This is an optimization exercise on Yosys and OpenROAD, whose aim is small area, a short achievable clock period and few clock cycles, not a production implementation. Where RTL was checked, it was by simulation tests only, not by an equivalence proof against the original. No activity file was given, so power comes from the tool's default toggle rates.

==> inputs of run a <==
## base58_encoder_unit
module base58_encoder_unit #(
    parameter int MAX_BYTES   = b58enc_pkg::MAX_BYTES_DEF,
    parameter int DIGIT_SLOTS = b58enc_pkg::DIGIT_SLOTS_DEF,
    parameter int STEP_BITS   = 4
) (
    input  logic                          i_clk,
    input  logic                          i_rst_n,
    input  logic                          i_in_valid,
    output logic                          o_in_ready,
    input  logic [b58enc_pkg::BYTE_W-1:0] i_in_data_byte,
    input  logic                          i_in_last_byte,
    output logic                          o_out_valid,
    input  logic                          i_out_ready,
    output logic [b58enc_pkg::CHAR_W-1:0] o_out_char,
    output logic                          o_out_last_char,
    output logic                          o_out_overflow
);
export LEC_CHECK = 0
export ABC_AREA = 1
export CAP_MARGIN = 20
export CORE_MARGIN = 2
export CORE_UTILIZATION = 40
export CTS_CLUSTER_DIAMETER = 80
export CTS_CLUSTER_SIZE = 24
export SLEW_MARGIN = 20
create_clock -name core_clock -period 12.0 [get_ports {i_clk}]
standard.sh (not shown) runs the stock make flow with config.mk's settings and CLKGATE_MAP_FILE= SYNTH_SCRIPT=/design/flow/synth_recipe.tcl, a recipe that flattens the netlist after the stock synthesis.
==> flow/flow/run.sh <==
#!/bin/bash
# standard layout, except:
# - synthesis maps the logic with the ABC script in flow/abc_area.script (more
#   restructuring before an area-oriented mapping); the synthesis passes before ABC and
#   the registers are ORFS's own
# - timing repair after clock tree synthesis and global routing aims for 8 ns of setup
#   slack at the design's 12 ns clock (SETUP_SLACK_MARGIN), instead of the flow's 0
# each tool's output goes to a log of its own here
set -euo pipefail
WORK=$(pwd)
rm -rf "$WORK/scripts_abc"
cp -r "$FLOW_HOME/scripts" "$WORK/scripts_abc"
cp "$WORK/flow/abc_area.script" "$WORK/scripts_abc/abc_area.script"
bash standard.sh SCRIPTS_DIR="$WORK/scripts_abc" synth > "$WORK/synth.log" 2>&1
bash standard.sh SETUP_SLACK_MARGIN=8.0 > "$WORK/layout.log" 2>&1
==> flow/flow/abc_area.script <==
strash
dc2
balance
rewrite
refactor
balance
rewrite
rewrite -z
balance
refactor -z
rewrite -z
balance
dch -f
map -a -B 0.9
topo
stime -c
buffer -c
upsize -c
dnsize -c
==> run b (differences from run a) <==
--- a/flow/design.v
+++ b/flow/design.v
@@ -1,26 +1,31 @@
 package b58enc_pkg;
     localparam int MAX_BYTES_DEF   = 32;
     localparam int DIGIT_SLOTS_DEF = 45;
     localparam int OUT_LIMIT       = 45;
     localparam int RADIX   = 58;
     localparam int BYTE_W  = 8;
     localparam int DIGIT_W = 6;
     localparam int CHAR_W  = 7;
+    localparam int CARRY_W = 9;
+    localparam int SUM_W   = 14;
+    localparam int LEFT_W  = $clog2(OUT_LIMIT + 1);
+    localparam int RECIP_SHIFT = 20;
+    localparam int RECIP_MUL   = (1 << RECIP_SHIFT) / RADIX;
+    localparam int RECIP_W     = 15;
     localparam logic [RADIX*8-1:0] ALPHABET =
         "123456789ABCDEFGHJKLMNPQRSTUVWXYZabcdefghijkmnopqrstuvwxyz";
     localparam logic [CHAR_W-1:0] ONE_CHAR = 7'h31;
     function automatic logic [CHAR_W-1:0] b58_char(input logic [DIGIT_W-1:0] d);
-        if (d < DIGIT_W'(9))       b58_char = CHAR_W'(d) + CHAR_W'(8'h31);
-        else if (d < DIGIT_W'(17)) b58_char = CHAR_W'(d) + CHAR_W'(8'h38);
-        else if (d < DIGIT_W'(22)) b58_char = CHAR_W'(d) + CHAR_W'(8'h39);
-        else if (d < DIGIT_W'(33)) b58_char = CHAR_W'(d) + CHAR_W'(8'h3A);
-        else if (d < DIGIT_W'(44)) b58_char = CHAR_W'(d) + CHAR_W'(8'h40);
-        else                       b58_char = CHAR_W'(d) + CHAR_W'(8'h41);
+        logic [DIGIT_W-1:0] k;
+        logic [7:0]         c;
+        k = (d >= DIGIT_W'(RADIX)) ? d - DIGIT_W'(RADIX) : d;
+        c = ALPHABET[(RADIX - 1 - k) * 8 +: 8];
+        b58_char = c[CHAR_W-1:0];
     endfunction
     function automatic logic dbl_carry(input logic [DIGIT_W-1:0] d);
         dbl_carry = d[5] | (d[4] & d[3] & d[2] & (d[1] | d[0]));
     endfunction
     function automatic logic dbl_carry2(input logic [DIGIT_W-1:0] d, input logic c);
         logic [DIGIT_W-2:0] x;
         x = d[DIGIT_W-2:0];
         if (d[DIGIT_W-1]) dbl_carry2 = (x >= 5'd12) || ((x == 5'd11) && c);
@@ -67,18 +72,19 @@
     typedef enum logic [1:0] {
         O_IDLE, O_ONES, O_DIG, O_FLUSH
     } t_ostate;
     logic [DW-1:0]     r_dig [ND];
     logic [DW-1:0]     n_dig [ND];
     logic [DW-1:0]     stp   [STEP_BITS+1][ND];
     logic              gc    [STEP_BITS][ND];
     logic [ND-1:0]     r_msk, n_msk;             
+    logic [ND-1:0]     nz;
     logic [BYW-1:0]    r_nxt, n_nxt;
-    logic              r_nxt_e, n_nxt_e;          
+    logic              r_nxt_v, n_nxt_v;
     logic              r_nxt_last, n_nxt_last;
     logic [BYW-1:0]    r_sh, n_sh;
     logic [NW-1:0]     r_nb, n_nb;
     logic [BW-1:0]     r_zp, n_zp;
     logic [BW-1:0]     r_bytes, n_bytes;
     logic              r_inzp, n_inzp;
     logic              r_ovf, n_ovf;
     logic              r_done, n_done;
@@ -92,41 +98,44 @@
     logic [BW-1:0]     r_qzp, n_qzp;
     logic              r_qovf, n_qovf;
     logic              r_qnum, n_qnum;
     logic [PW-1:0]     r_qpos, n_qpos;           
     logic              r_qadj, n_qadj;
     logic              r_v0, n_v0, r_v1, n_v1;
     logic [FW-1:0]     r_f0, n_f0, r_f1, n_f1;
     logic              sel_st, sel_sh, sel_hd;
-    logic              r_stall, n_stall, sure_sh;
+    logic              r_stall, n_stall, nzb2, sure_sh;
     logic              r_rst;                    
     logic              step, last_st, consume, hand, shift, push, pop, fin;
     logic              c_full, c_zero, c_drop, c_zp, c_load;
     logic [FW-1:0]     pdata;
     logic [DW-1:0]     top;
-    assign o_in_ready      = r_nxt_e;
+    assign o_in_ready      = !r_nxt_v;
     assign o_out_valid     = r_v0;
     assign o_out_char      = r_f0[FW-1 -: CW];
     assign o_out_last_char = r_f0[1];
     assign o_out_overflow  = r_f0[0];
     always_comb begin
         for (int i = 0; i < ND; i++) stp[0][i] = r_dig[i];
         for (int k = 0; k < STEP_BITS; k++) begin
             for (int i = 0; i < ND; i++)
-                gc[k][i] = (k != 1 && k != 3) ? b58enc_pkg::dbl_carry(stp[k][i])
+                gc[k][i] = (k == 0) ? b58enc_pkg::dbl_carry(stp[k][i])
                          : b58enc_pkg::dbl_carry2(stp[k-1][i],
                                (i == 0) ? r_sh[BYW-k] : gc[k-1][i-1]);
             for (int i = 0; i < ND; i++) begin
                 stp[k+1][i] = b58enc_pkg::dbl_digit(stp[k][i], gc[k][i],
                     (i == 0) ? r_sh[BYW-1-k] : gc[k][i-1]);
             end
         end
     end
     always_comb begin
+        for (int i = 0; i < ND; i++) nz[i] = (r_dig[i] != '0);
+        nzb2 = 1'b0;
+        for (int i = 0; i + 2 < ND; i++) nzb2 = nzb2 | (nz[i] & !r_msk[i+1] & r_msk[i+2]);
         top        = r_dig[ND-1];
         n_os       = r_os;
         n_ozp      = r_ozp;
         n_oovf     = r_oovf;
         n_onum     = r_onum;
         n_ofound   = r_ofound;
         n_opos     = r_opos;
         n_qv       = r_qv;
@@ -173,29 +182,29 @@
             default: begin
                 fin = 1'b1;
             end
         endcase
         sure_sh = ((r_os == O_DIG) && !r_v1) || (r_os == O_FLUSH);
         step    = (r_nb != '0) && ((sure_sh && !r_msk[0]) || !r_stall);
         last_st = (r_nb == '0) || ((r_nb == NW'(1)) && step);
         hand    = r_done && last_st && !r_qv;
-        consume = !r_nxt_e && last_st && (!r_done || !r_qv);
+        consume = r_nxt_v && last_st && (!r_done || !r_qv);
         c_full = !hand && (r_bytes >= BW'(MAX_BYTES));
         c_zero = (hand || r_inzp) && (r_nxt == '0);
         c_drop = consume && c_full;
         c_zp   = consume && !c_full && c_zero;
         c_load = consume && !c_full && !c_zero;
         n_nxt      = r_nxt;
-        n_nxt_e    = r_nxt_e || consume;
+        n_nxt_v    = r_nxt_v && !consume;
         n_nxt_last = r_nxt_last;
-        if (i_in_valid && r_nxt_e) begin
+        if (i_in_valid && !r_nxt_v) begin
             n_nxt      = i_in_data_byte;
             n_nxt_last = i_in_last_byte;
-            n_nxt_e    = 1'b0;
+            n_nxt_v    = 1'b1;
         end
         n_zp    = hand ? BW'(c_zp) : r_zp + BW'(c_zp);
         n_bytes = hand ? BW'(consume) : r_bytes + BW'(consume && !c_full);
         n_inzp  = (hand || r_inzp) && !c_load;
         n_ovf   = (!hand && r_ovf) || c_drop;
         n_done  = (!hand && r_done) || (consume && r_nxt_last);
         if (c_load) begin
             n_sh = r_nxt;
@@ -235,17 +244,18 @@
             n_qv   = 1'b1;
             n_qzp  = r_zp;
             n_qovf = r_ovf;
             n_qnum = !r_inzp;
             n_qpos = r_inzp ? PW'(0) : PW'(ND) - r_opos;
             n_qadj = !r_inzp && shift;
         end
         if (hand && !r_inzp) n_msk = '1;
-        n_stall = n_msk[1] || (n_msk[ND-1] && (!shift || step));
+        n_stall = n_msk[1] || (n_msk[ND-1] && (shift ? (step && (nzb2 || r_msk[1]))
+                                                     : (step || nzb2)));
         for (int i = 0; i < ND; i++) begin
             sel_st = !r_msk[i] && step;
             sel_sh = r_msk[i] && shift;
             sel_hd = !(sel_st || sel_sh);
             n_dig[i] = ({DW{sel_st}} & stp[STEP_BITS][i])
                      | ({DW{sel_sh}} & ((i == 0) ? DW'(0) : r_dig[i-1]))
                      | ({DW{sel_hd}} & r_dig[i]);
         end
@@ -268,21 +278,21 @@
                 n_v1 = 1'b1;
             end
         end
     end
     always_ff @(posedge i_clk) begin
         for (int i = 0; i < ND; i++) r_dig[i] <= n_dig[i];
         r_rst <= !i_rst_n;
         if (!i_rst_n) begin
-            r_nxt_e  <= 1'b1;
+            r_nxt_v  <= 1'b0;
             r_v0     <= 1'b0;
             r_v1     <= 1'b0;
         end else begin
-            r_nxt_e  <= n_nxt_e;
+            r_nxt_v  <= n_nxt_v;
             r_v0     <= n_v0;
             r_v1     <= n_v1;
         end
         if (r_rst) begin
             r_msk    <= '1;
             r_stall  <= 1'b1;
             r_nb     <= '0;
             r_zp     <= '0;
==> flow/flow/run.sh (replaced) <==
#!/bin/bash
# standard layout, except that synthesis maps the logic with the ABC script in
# flow/abc_area.script (more restructuring before an area-oriented mapping);
# everything else, including the synthesis passes before ABC, is ORFS's own
set -euo pipefail
WORK=$(pwd)
rm -rf "$WORK/scripts_abc"
cp -r "$FLOW_HOME/scripts" "$WORK/scripts_abc"
cp "$WORK/flow/abc_area.script" "$WORK/scripts_abc/abc_area.script"
bash standard.sh SCRIPTS_DIR="$WORK/scripts_abc" synth > "$WORK/synth.log" 2>&1
bash standard.sh > "$WORK/layout.log" 2>&1
==> flow/config.mk (replaced) <==
export PLATFORM = sky130hd
export DESIGN_NAME = base58_encoder_unit
export DESIGN_NICKNAME = base58_encoder_unit
export VERILOG_FILES = /design/flow/design.v
export SDC_FILE = /design/flow/constraint.sdc
export NUM_CORES = 4
export LEC_CHECK = 0
export ABC_AREA = 1
export CAP_MARGIN = 20
export CORE_MARGIN = 2
export CORE_UTILIZATION = 40
export SLEW_MARGIN = 20
==> run c (differences from run a) <==
--- a/flow/design.v
+++ b/flow/design.v
@@ -1,36 +1,35 @@
 package b58enc_pkg;
     localparam int MAX_BYTES_DEF   = 32;
     localparam int DIGIT_SLOTS_DEF = 45;
     localparam int OUT_LIMIT       = 45;
     localparam int RADIX   = 58;
     localparam int BYTE_W  = 8;
     localparam int DIGIT_W = 6;
     localparam int CHAR_W  = 7;
+    localparam int CARRY_W = 9;
+    localparam int SUM_W   = 14;
+    localparam int LEFT_W  = $clog2(OUT_LIMIT + 1);
+    localparam int RECIP_SHIFT = 20;
+    localparam int RECIP_MUL   = (1 << RECIP_SHIFT) / RADIX;
+    localparam int RECIP_W     = 15;
     localparam logic [RADIX*8-1:0] ALPHABET =
         "123456789ABCDEFGHJKLMNPQRSTUVWXYZabcdefghijkmnopqrstuvwxyz";
     localparam logic [CHAR_W-1:0] ONE_CHAR = 7'h31;
     function automatic logic [CHAR_W-1:0] b58_char(input logic [DIGIT_W-1:0] d);
-        if (d < DIGIT_W'(9))       b58_char = CHAR_W'(d) + CHAR_W'(8'h31);
-        else if (d < DIGIT_W'(17)) b58_char = CHAR_W'(d) + CHAR_W'(8'h38);
-        else if (d < DIGIT_W'(22)) b58_char = CHAR_W'(d) + CHAR_W'(8'h39);
-        else if (d < DIGIT_W'(33)) b58_char = CHAR_W'(d) + CHAR_W'(8'h3A);
-        else if (d < DIGIT_W'(44)) b58_char = CHAR_W'(d) + CHAR_W'(8'h40);
-        else                       b58_char = CHAR_W'(d) + CHAR_W'(8'h41);
+        logic [DIGIT_W-1:0] k;
+        logic [7:0]         c;
+        k = (d >= DIGIT_W'(RADIX)) ? d - DIGIT_W'(RADIX) : d;
+        c = ALPHABET[(RADIX - 1 - k) * 8 +: 8];
+        b58_char = c[CHAR_W-1:0];
     endfunction
     function automatic logic dbl_carry(input logic [DIGIT_W-1:0] d);
         dbl_carry = d[5] | (d[4] & d[3] & d[2] & (d[1] | d[0]));
     endfunction
-    function automatic logic dbl_carry2(input logic [DIGIT_W-1:0] d, input logic c);
-        logic [DIGIT_W-2:0] x;
-        x = d[DIGIT_W-2:0];
-        if (d[DIGIT_W-1]) dbl_carry2 = (x >= 5'd12) || ((x == 5'd11) && c);
-        else              dbl_carry2 = ((x >= 5'd15) && (x <= 5'd28)) || ((x == 5'd14) && c);
-    endfunction
     function automatic logic [DIGIT_W-1:0] dbl_digit(input logic [DIGIT_W-1:0] d, input logic g,
                                                      input logic c);
         logic t;
         t = d[1] | d[0];
         dbl_digit = {d[4] ^ (g & d[3] & d[2] & t),
                      d[3] ^ (g & d[2] & t),
                      d[2] ^ (g & t),
                      d[1] ^ (g & !d[0]),
@@ -67,18 +66,19 @@
     typedef enum logic [1:0] {
         O_IDLE, O_ONES, O_DIG, O_FLUSH
     } t_ostate;
     logic [DW-1:0]     r_dig [ND];
     logic [DW-1:0]     n_dig [ND];
     logic [DW-1:0]     stp   [STEP_BITS+1][ND];
     logic              gc    [STEP_BITS][ND];
     logic [ND-1:0]     r_msk, n_msk;             
+    logic [ND-1:0]     nz;
     logic [BYW-1:0]    r_nxt, n_nxt;
-    logic              r_nxt_e, n_nxt_e;          
+    logic              r_nxt_v, n_nxt_v;
     logic              r_nxt_last, n_nxt_last;
     logic [BYW-1:0]    r_sh, n_sh;
     logic [NW-1:0]     r_nb, n_nb;
     logic [BW-1:0]     r_zp, n_zp;
     logic [BW-1:0]     r_bytes, n_bytes;
     logic              r_inzp, n_inzp;
     logic              r_ovf, n_ovf;
     logic              r_done, n_done;
@@ -87,59 +87,56 @@
     logic              r_oovf, n_oovf;
     logic              r_onum, n_onum;
     logic              r_ofound, n_ofound;
     logic [PW-1:0]     r_opos, n_opos;           
     logic              r_qv, n_qv;
     logic [BW-1:0]     r_qzp, n_qzp;
     logic              r_qovf, n_qovf;
     logic              r_qnum, n_qnum;
-    logic [PW-1:0]     r_qpos, n_qpos;           
-    logic              r_qadj, n_qadj;
+    logic [PW-1:0]     r_qpos, n_qpos;
     logic              r_v0, n_v0, r_v1, n_v1;
     logic [FW-1:0]     r_f0, n_f0, r_f1, n_f1;
     logic              sel_st, sel_sh, sel_hd;
-    logic              r_stall, n_stall, sure_sh;
+    logic              r_stall, n_stall, nzb2;
     logic              r_rst;                    
     logic              step, last_st, consume, hand, shift, push, pop, fin;
-    logic              c_full, c_zero, c_drop, c_zp, c_load;
     logic [FW-1:0]     pdata;
     logic [DW-1:0]     top;
-    assign o_in_ready      = r_nxt_e;
+    assign o_in_ready      = !r_nxt_v;
     assign o_out_valid     = r_v0;
     assign o_out_char      = r_f0[FW-1 -: CW];
     assign o_out_last_char = r_f0[1];
     assign o_out_overflow  = r_f0[0];
     always_comb begin
         for (int i = 0; i < ND; i++) stp[0][i] = r_dig[i];
         for (int k = 0; k < STEP_BITS; k++) begin
-            for (int i = 0; i < ND; i++)
-                gc[k][i] = (k != 1 && k != 3) ? b58enc_pkg::dbl_carry(stp[k][i])
-                         : b58enc_pkg::dbl_carry2(stp[k-1][i],
-                               (i == 0) ? r_sh[BYW-k] : gc[k-1][i-1]);
+            for (int i = 0; i < ND; i++) gc[k][i] = b58enc_pkg::dbl_carry(stp[k][i]);
             for (int i = 0; i < ND; i++) begin
                 stp[k+1][i] = b58enc_pkg::dbl_digit(stp[k][i], gc[k][i],
                     (i == 0) ? r_sh[BYW-1-k] : gc[k][i-1]);
             end
         end
     end
     always_comb begin
+        for (int i = 0; i < ND; i++) nz[i] = (r_dig[i] != '0);
+        nzb2 = 1'b0;
+        for (int i = 0; i + 2 < ND; i++) nzb2 = nzb2 | (nz[i] & !r_msk[i+1] & r_msk[i+2]);
         top        = r_dig[ND-1];
         n_os       = r_os;
         n_ozp      = r_ozp;
         n_oovf     = r_oovf;
         n_onum     = r_onum;
         n_ofound   = r_ofound;
         n_opos     = r_opos;
         n_qv       = r_qv;
         n_qzp      = r_qzp;
         n_qovf     = r_qovf;
         n_qnum     = r_qnum;
         n_qpos     = r_qpos;
-        n_qadj     = r_qadj;
         n_msk      = r_msk;
         shift = 1'b0;
         push  = 1'b0;
         fin   = 1'b0;
         pdata = {b58enc_pkg::ONE_CHAR, 1'b0, r_oovf};
         unique case (r_os)
             O_IDLE: begin
             end
@@ -169,83 +166,89 @@
             O_FLUSH: begin
                 shift = 1'b1;
                 if (r_opos == PW'(1)) fin = 1'b1;
             end
             default: begin
                 fin = 1'b1;
             end
         endcase
-        sure_sh = ((r_os == O_DIG) && !r_v1) || (r_os == O_FLUSH);
-        step    = (r_nb != '0) && ((sure_sh && !r_msk[0]) || !r_stall);
+        step    = (r_nb != '0) && ((shift && !r_msk[0]) || !r_stall);
         last_st = (r_nb == '0) || ((r_nb == NW'(1)) && step);
         hand    = r_done && last_st && !r_qv;
-        consume = !r_nxt_e && last_st && (!r_done || !r_qv);
-        c_full = !hand && (r_bytes >= BW'(MAX_BYTES));
-        c_zero = (hand || r_inzp) && (r_nxt == '0);
-        c_drop = consume && c_full;
-        c_zp   = consume && !c_full && c_zero;
-        c_load = consume && !c_full && !c_zero;
+        consume = r_nxt_v && (!r_done || hand) && last_st;
         n_nxt      = r_nxt;
-        n_nxt_e    = r_nxt_e || consume;
+        n_nxt_v    = r_nxt_v;
         n_nxt_last = r_nxt_last;
-        if (i_in_valid && r_nxt_e) begin
+        n_sh       = r_sh;
+        n_nb       = r_nb;
+        n_zp       = hand ? '0   : r_zp;
+        n_bytes    = hand ? '0   : r_bytes;
+        n_inzp     = hand ? 1'b1 : r_inzp;
+        n_ovf      = hand ? 1'b0 : r_ovf;
+        n_done     = hand ? 1'b0 : r_done;
+        if (i_in_valid && !r_nxt_v) begin
             n_nxt      = i_in_data_byte;
             n_nxt_last = i_in_last_byte;
-            n_nxt_e    = 1'b0;
+            n_nxt_v    = 1'b1;
         end
-        n_zp    = hand ? BW'(c_zp) : r_zp + BW'(c_zp);
-        n_bytes = hand ? BW'(consume) : r_bytes + BW'(consume && !c_full);
-        n_inzp  = (hand || r_inzp) && !c_load;
-        n_ovf   = (!hand && r_ovf) || c_drop;
-        n_done  = (!hand && r_done) || (consume && r_nxt_last);
-        if (c_load) begin
-            n_sh = r_nxt;
-            n_nb = NW'(NCH);
-        end else if (step) begin
-            n_sh = r_sh << STEP_BITS;
+        if (step) begin
             n_nb = r_nb - NW'(1);
-        end else begin
-            n_sh = r_sh;
-            n_nb = r_nb;
+            n_sh = r_sh << STEP_BITS;
+        end
+        if (consume) begin
+            n_nxt_v = 1'b0;
+            if (n_bytes >= BW'(MAX_BYTES)) begin
+                n_ovf = 1'b1;
+            end else begin
+                n_bytes = n_bytes + BW'(1);
+                if (n_inzp && (r_nxt == '0)) begin
+                    n_zp = n_zp + BW'(1);
+                end else begin
+                    n_inzp = 1'b0;
+                    n_sh   = r_nxt;
+                    n_nb   = NW'(NCH);
+                end
+            end
+            if (r_nxt_last) n_done = 1'b1;
         end
         if (shift) begin
             n_msk  = r_msk << 1;
             n_opos = r_opos - PW'(1);
         end
         if (fin) n_os = O_IDLE;
         if ((r_os == O_IDLE) || fin) begin
             if (r_qv) begin
                 n_qv     = 1'b0;
                 n_ozp    = r_qzp;
                 n_oovf   = r_qovf;
                 n_onum   = r_qnum;
                 n_ofound = 1'b0;
-                n_opos   = r_qpos + PW'(r_qadj);
+                n_opos   = r_qpos;
                 if (r_qzp != '0) n_os = O_ONES;
                 else             n_os = O_DIG;
             end else if (hand) begin
                 n_ozp    = r_zp;
                 n_oovf   = r_ovf;
                 n_onum   = !r_inzp;
                 n_ofound = 1'b0;
                 n_opos   = r_inzp ? PW'(0) : PW'(ND);
                 if (r_zp != '0) n_os = O_ONES;
                 else            n_os = O_DIG;
             end
         end else if (hand) begin
             n_qv   = 1'b1;
             n_qzp  = r_zp;
             n_qovf = r_ovf;
             n_qnum = !r_inzp;
-            n_qpos = r_inzp ? PW'(0) : PW'(ND) - r_opos;
-            n_qadj = !r_inzp && shift;
+            n_qpos = r_inzp ? PW'(0) : PW'(ND) - n_opos;
         end
         if (hand && !r_inzp) n_msk = '1;
-        n_stall = n_msk[1] || (n_msk[ND-1] && (!shift || step));
+        n_stall = n_msk[1] || (n_msk[ND-1] && (shift ? (step && (nzb2 || r_msk[1]))
+                                                     : (step || nzb2)));
         for (int i = 0; i < ND; i++) begin
             sel_st = !r_msk[i] && step;
             sel_sh = r_msk[i] && shift;
             sel_hd = !(sel_st || sel_sh);
             n_dig[i] = ({DW{sel_st}} & stp[STEP_BITS][i])
                      | ({DW{sel_sh}} & ((i == 0) ? DW'(0) : r_dig[i-1]))
                      | ({DW{sel_hd}} & r_dig[i]);
         end
@@ -268,21 +271,21 @@
                 n_v1 = 1'b1;
             end
         end
     end
     always_ff @(posedge i_clk) begin
         for (int i = 0; i < ND; i++) r_dig[i] <= n_dig[i];
         r_rst <= !i_rst_n;
         if (!i_rst_n) begin
-            r_nxt_e  <= 1'b1;
+            r_nxt_v  <= 1'b0;
             r_v0     <= 1'b0;
             r_v1     <= 1'b0;
         end else begin
-            r_nxt_e  <= n_nxt_e;
+            r_nxt_v  <= n_nxt_v;
             r_v0     <= n_v0;
             r_v1     <= n_v1;
         end
         if (r_rst) begin
             r_msk    <= '1;
             r_stall  <= 1'b1;
             r_nb     <= '0;
             r_zp     <= '0;
@@ -312,13 +315,12 @@
         r_ozp      <= n_ozp;
         r_oovf     <= n_oovf;
         r_onum     <= n_onum;
         r_ofound   <= n_ofound;
         r_qzp      <= n_qzp;
         r_qovf     <= n_qovf;
         r_qnum     <= n_qnum;
         r_qpos     <= n_qpos;
-        r_qadj     <= n_qadj;
         r_f0       <= n_f0;
         r_f1       <= n_f1;
     end
 endmodule
==> flow/flow/run.sh (replaced) <==
#!/bin/bash
# standard layout, except that synthesis maps the logic with the ABC script in
# flow/abc_area.script (more restructuring before an area-oriented mapping);
# everything else, including the synthesis passes before ABC, is ORFS's own
set -euo pipefail
WORK=$(pwd)
rm -rf "$WORK/scripts_abc"
cp -r "$FLOW_HOME/scripts" "$WORK/scripts_abc"
cp "$WORK/flow/abc_area.script" "$WORK/scripts_abc/abc_area.script"
bash standard.sh SCRIPTS_DIR="$WORK/scripts_abc" synth > "$WORK/synth.log" 2>&1
bash standard.sh > "$WORK/layout.log" 2>&1
==> flow/config.mk (replaced) <==
export PLATFORM = sky130hd
export DESIGN_NAME = base58_encoder_unit
export DESIGN_NICKNAME = base58_encoder_unit
export VERILOG_FILES = /design/flow/design.v
export SDC_FILE = /design/flow/constraint.sdc
export NUM_CORES = 4
export LEC_CHECK = 0
export ABC_AREA = 1
export CAP_MARGIN = 20
export CORE_MARGIN = 2
export CORE_UTILIZATION = 40
export CTS_BUF_LIST = sky130_fd_sc_hd__clkbuf_4
export SLEW_MARGIN = 20
==> run notes <==
Timing
The worst hold slack is around 0.46 ns. The post-route clock period utilization is between 30% and 40%.

Global route
The met1 usage in global routing is 30.4%.

Run status
The run finished with no timing, DRC or antenna violations.

Hold path
The worst hold path was traced through 2 stages.

Placed design
The cell total after placement is between 6000 and 7000.

Die
The cell row count is about 110.

Critical path
Counting buffers and inverters, the worst setup path is 2 cells deep.

Pwr
The reported net switching power is 4.01 mW.

Synthesis
The multiplexer fraction of the synthesized cell area is less than 1%. After synthesis, the largest area contributor takes up 20.8% of total cell area.
The numbers above come from run b.

==> run notes <==
Global route
For met3 alone, demand over resource in global routing was ~1.5%. The met1 usage in global routing is 27.9%. The global-route usage over all layers is 19.2%.

Placed design
In this run, placement finished with an instance count of 5650.

Die
Row generation in the floorplan step produced 102 rows.

Cells and area
For this run, combinational gates with multiple inputs come to 3281. The final-layout clock buffer total is 31.

Clock network
The register clock-pin slew on the reported worst setup and hold paths is around 0.09 ns. The maximum buffer depth of the clock tree is 3.

Synthesis
Summed over its instances, the top area cell type makes up 22.9% of the synthesized netlist area.

Run status
The run finished with no timing, DRC or antenna violations.

Critical path
In this run the number of cells on the critical path is 1.

Pwr
The reported net switching power is approximately 3.5 mW.

Route
After detailed routing, the number of remaining DRC violations is 0. In the routed layout, each cell is associated on average with a via count of 5.21.

Timing
Hold timing on the final database bottoms out at a slack of 0.461 ns.
The numbers above come from run a.

==> run notes <==
Die
For this configuration, the core starts out at a cell density of 40.2%. The floorplan has 102 rows.

Timing
The worst hold slack is 0.442 ns. In the finished design, the share of the clock period the worst path needs comes to 38.7%. After routing, the total negative slack on setup checks comes to 0 ns.

Synthesis
The flip-flop cell with the highest count after synthesis is dfxtp_1. Of the post-synthesis cell area, the dominant cell type holds 23.4%. The multiplexer fraction of the synthesized cell area is 0.194%.

Critical path
The critical path depth in cells is 20. The critical path is of the register to register type.

Pwr
The power group with the highest consumption is combinational logic. In this run the power spent charging and discharging nets is 3.62 mW. The power per cell area is approximately 220 nW/µm².

Hold path
The count of cells along the worst hold path is 0.

Cells and area
The filler cells instantiated in the layout total 8082. Cells fill 44.0% of the core in the end.

Global route
The global routing's busiest layer is met2.

Run status
The run finished with no timing, DRC or antenna violations.

Clock network
The quantity of hold-fixing buffers added after cts is 0.
The numbers above come from run c.

Testbench counts of run a, summed over its fixed seeds: cycles 8,391.
For run b and run c, only the layout was checked, not whether the RTL still works.

## port drivers added, routing unchanged
The results above use ideal ports. As a check the final layouts listed here were re-extracted and re-timed, cells and wires unchanged. Step 1 (the two cells are an assumption about what drives the block):
set clk [get_ports {i_clk}]
set_driving_cell -lib_cell sky130_fd_sc_hd__clkbuf_16 $clk
set_driving_cell -lib_cell sky130_fd_sc_hd__buf_2 [delete_from_list [all_inputs] $clk]
Step 2 moves the port delays by t, midway between the first and last clock arrival at a register: inputs arrive t later, outputs are due t later. That takes back most of the time a late clock gives input paths. Slacks: ideal / step 1 / step 2; pairs: ideal / step 1.
| run | t, ns | slack for setup (ns) | worst setup path at the end | slew at the worst register clock pin (ns) | worst data-port slew with drivers (ns) |
|---|---|---|---|---|---|
| run a | 0.658 | 8.097 / 8.034 / 7.920 | input to register | 0.10 / 0.10 | 0.04 |
| run b | 0.678 | 7.989 / 7.920 / 7.731 | input to register | 0.06 / 0.06 | 0.04 |
| run c | 0.921 | 7.359 / 7.359 / 7.359 | register to register | 0.07 / 0.07 | 0.04 |
After both steps every run listed still meets setup and hold. For run b, which loses most, drivers alone change the setup slack by -0.069 ns; drivers and shift together by -0.258 ns.
